Context: an optimization exercise on an open-source flow, tuned for small area. The choices shown serve that exercise and are no tape-out recipe. The RTL was checked by simulation tests, not by an equivalence proof against the original design. Power is estimated from default activity; no workload was simulated.

oak:
Design oq_stats_top, start of the top module:
module oq_stats_top #(
  parameter int num_queues   = 5,     
  parameter int usec_div     = 125,   
  parameter int watch_queue  = 3,
  parameter int num_rcv_time = 8,
  parameter int chunk_bytes  = 11     
) (
  input  wire                         axi_aclk,
  input  wire                         axi_resetn,
  input  wire [num_queues*35-1:0]     q_events,
  input  wire [31:0]                  bytes_stored,
  input  wire [31:0]                  bytes_dropped,
  input  wire [7:0]                   reg_addr,
  input  wire                         reg_wr,
  input  wire                         reg_rd,
  input  wire [31:0]                  reg_wdata,
  output wire [31:0]                  reg_rdata,
  output wire                         reg_rd_ack,
  output wire [31:0]                  ipd_value
);
For scale: about 7800 cells after synthesis, ~1600 flip-flops, ~350 I/O pins, ~76000 um2 of cells after synthesis.
export LEC_CHECK = 0
export CAP_MARGIN = 20
export CORE_MARGIN = 2
export CORE_UTILIZATION = 55
export SETUP_SLACK_MARGIN = 0.15
export SLEW_MARGIN = 20
create_clock -name core_clock -period 8.0 [get_ports {axi_aclk}]
standard.sh (not shown) runs the stock make flow with config.mk's settings and CLKGATE_MAP_FILE= SYNTH_SCRIPT=/design/flow/synth_recipe.tcl, a recipe that flattens the netlist after the stock synthesis.
==> flow/flow/run.sh <==
#!/bin/bash
# Standard layout (bash standard.sh, unchanged synthesis, floorplan, power grid and
# routing) with these choices passed through the environment:
#  - the port buffers are buf_1 cells (the standard flow picks a delay buffer);
#  - CTS uses clkbuf_4/clkbuf_8 and inserts no dummy loads.
# The full output of the run goes to standard.log in the work folder; ORFS keeps
# each step's own log under orfs/logs/.
set -euo pipefail
export BUFFER_PORTS_ARGS="-buffer_cell sky130_fd_sc_hd__buf_1"
export CTS_ARGS="-sink_clustering_enable -repair_clock_nets -dont_use_dummy_load -buf_list {sky130_fd_sc_hd__clkbuf_4 sky130_fd_sc_hd__clkbuf_8}"
bash standard.sh > standard.log 2>&1
Changes in pine relative to oak:
==> flow/flow/run.sh <==
#!/bin/bash
# Standard layout (bash standard.sh, unchanged synthesis, floorplan, power grid and
# routing) with these choices passed through the environment:
#  - the port buffers are buf_1 cells (the standard flow picks a delay buffer);
#  - CTS uses clkbuf_4, clusters of up to 8 sinks within 50 um, and inserts no dummy loads.
# The full output of the run goes to standard.log in the work folder; ORFS keeps
# each step's own log under orfs/logs/.
set -euo pipefail
export BUFFER_PORTS_ARGS="-buffer_cell sky130_fd_sc_hd__buf_1"
export CTS_ARGS="-sink_clustering_enable -repair_clock_nets -dont_use_dummy_load -sink_clustering_size 8 -sink_clustering_max_diameter 50 -buf_list sky130_fd_sc_hd__clkbuf_4"
bash standard.sh > standard.log 2>&1
Findings:
The standard cells in pine occupy less silicon area than those in oak do.
Maximum buffer depth of the clock tree (lower): pine
For the required time at the worst-slack endpoint, pine came in 0.30 ns higher than oak did.
As far as maximum fanout count along the critical path goes, oak and pine are indistinguishable; the numbers are identical.
Cmp pine vs oak: met3 wire length higher in pine
Relative to pine, the following input files were edited for birch:
- SETUP_SLACK_MARGIN removed (was 0.15)
- CTS_BUF_LIST newly set to sky130_fd_sc_hd__clkbuf_4
- CTS_CLUSTER_SIZE newly set to 20
==> flow/run.sh (new file) <==
#!/bin/bash
# synth_recipe.tcl (not shown) runs the flow's synth.tcl, then flattens the netlist and writes it again
# the make line also repeats each setting of config.mk as NAME=value (left out here)
make -C /OpenROAD-flow-scripts/flow DESIGN_CONFIG=/design/flow/config.mk WORK_HOME=/design/flow/orfs CLKGATE_MAP_FILE= SYNTH_SCRIPT=/design/flow/synth_recipe.tcl finish
removed: flow/flow/run.sh
removed: flow/standard.sh
--- outcome ---
Setup WNS pine -> birch: better
Area overhead of the layout relative to synthesis ended up 8.3 points higher on birch than on pine.
Top achievable clock speed in birch vs pine: up 0.0048 GHz
birch: filler-free cell count of the finished design is 572 higher than what pine reported.
Taking pine as the reference, in birch clock buffer count from CTS higher, fraction of cell area in non-clock buffers higher.
Side by side, sequential portion of the cell area turned out lower in birch than in pine.
The final critical-path share of the clock period number comes out lower for birch vs pine.
Compared with pine, birch shows a higher layout cell share with drive strength beyond 1.
--- input diff birch..maple ---
- a deleted CTS_CLUSTER_SIZE that had been 20
- a deleted CTS_BUF_LIST that had been sky130_fd_sc_hd__clkbuf_4
- an added SETUP_SLACK_MARGIN of 0.15
==> flow/flow/run.sh (new file) <==
#!/bin/bash
# Standard layout (bash standard.sh, unchanged synthesis, floorplan, power grid and
# routing) with these choices passed through the environment:
#  - the port buffers are buf_1 cells (the standard flow picks a delay buffer);
#  - CTS uses clkbuf_4, clusters of up to 6 sinks within 45 um, and inserts no dummy loads.
# The full output of the run goes to standard.log in the work folder; ORFS keeps
# each step's own log under orfs/logs/.
set -euo pipefail
export BUFFER_PORTS_ARGS="-buffer_cell sky130_fd_sc_hd__buf_1"
export CTS_ARGS="-sink_clustering_enable -repair_clock_nets -dont_use_dummy_load -sink_clustering_size 6 -sink_clustering_max_diameter 45 -buf_list sky130_fd_sc_hd__clkbuf_4"
bash standard.sh > standard.log 2>&1
==> flow/standard.sh (new file) <==
#!/bin/bash
# synth_recipe.tcl (not shown) runs the flow's synth.tcl, then flattens the netlist and writes it again
# the make line also repeats each setting of config.mk as NAME=value (left out here)
make -C /OpenROAD-flow-scripts/flow DESIGN_CONFIG=/design/flow/config.mk WORK_HOME=/design/flow/orfs CLKGATE_MAP_FILE= SYNTH_SCRIPT=/design/flow/synth_recipe.tcl "${@:-finish}"
removed: flow/run.sh
Compare birch and maple | post-route clock period utilization lower: birch. First-pass GRT wire length (maple over birch): decrease, about 1.5%. Max freq birch -> maple: degraded. [maple] number of clock buffers in the layout fell about 47% relative to birch. Relative to birch, routed via count has gone down in maple. Compared with birch, maple shows utilization lower by 4.1 points. Depth of the most critical reg-to-reg path in maple is 5 higher than in birch.
> inputs changed (maple -> cedar)
- clearing SETUP_SLACK_MARGIN, which used to be 0.15
==> flow/run.sh (new file) <==
#!/bin/bash
# synth_recipe.tcl (not shown) runs the flow's synth.tcl, then flattens the netlist and writes it again
# the make line also repeats each setting of config.mk as NAME=value (left out here)
make -C /OpenROAD-flow-scripts/flow DESIGN_CONFIG=/design/flow/config.mk WORK_HOME=/design/flow/orfs CLKGATE_MAP_FILE= SYNTH_SCRIPT=/design/flow/synth_recipe.tcl finish
removed: flow/flow/run.sh
removed: flow/standard.sh
==> comparison <==
- Diff maple -> cedar | power drawn by the clock network | increase of about 70%
- Maximum frequency (cedar vs. maple) decreases slightly
- Summary — fraction of the core area covered by cells at the end of the flow, cedar relative to maple: higher, by 4.8 points.
- Total power: cedar above maple
- Looking at global-route wire length before repair across both flows, cedar is the weaker of the two, with maple ahead.
- Looking only at time the worst path needs with I/O delays and setup, and setting everything else aside, the higher value of cedar and maple goes to cedar.
- cedar has signed area change from the synthesized netlist to the final layout above what maple had.
- maple → cedar: part of the power in combinational logic -1.2 points; combined global-route utilization of all metal layers +0.42 points; number of buffers created by CTS -153; clock buffer count -87.

-- what the ideal ports hide --
The flow's constraints put no driver on any port. The routed layouts listed below were extracted and timed again, unchanged, in two steps.
Step 1: set_driving_cell puts a clkbuf_16 on axi_aclk and a buf_2 on each other input, an assumption about the parent block.
Step 2, shift: input delay + t, output delay - t, t = (earliest + latest rising clock arrival at the registers) / 2. This alone moves slack from input paths to output paths.
a / b / c = ideal ports / drivers / drivers and shift; a / b = the first two.
| run | t (ns) | slack for setup (ns) | clock arrival spread, ns | worst register clock-pin slew, ns | cell pins on the clock port's net |
|---|---|---|---|---|---|
| oak | 1.062 | 0.416 / 0.446 / -0.616 | 0.097 / 0.096 | 0.07 / 0.07 | 1 |
| pine | 1.325 | 0.401 / 0.405 / -0.917 | 0.147 / 0.147 | 0.11 / 0.11 | 1 |
| birch | 1.418 | 0.666 / 0.726 / -0.692 | 0.102 / 0.102 | 0.08 / 0.08 | 1 |
| maple | 1.341 | 0.303 / 0.313 / -1.028 | 0.115 / 0.115 | 0.09 / 0.09 | 1 |
| cedar | 0.899 | 0.152 / 0.212 / -0.688 | 0.028 / 0.027 | 0.07 / 0.07 | 1 |
Met with ideal ports but missed after step 2: setup timing in every run listed. The setup slack of birch, which loses most, moves by +0.060 ns with the drivers and by -1.358 ns with both steps.
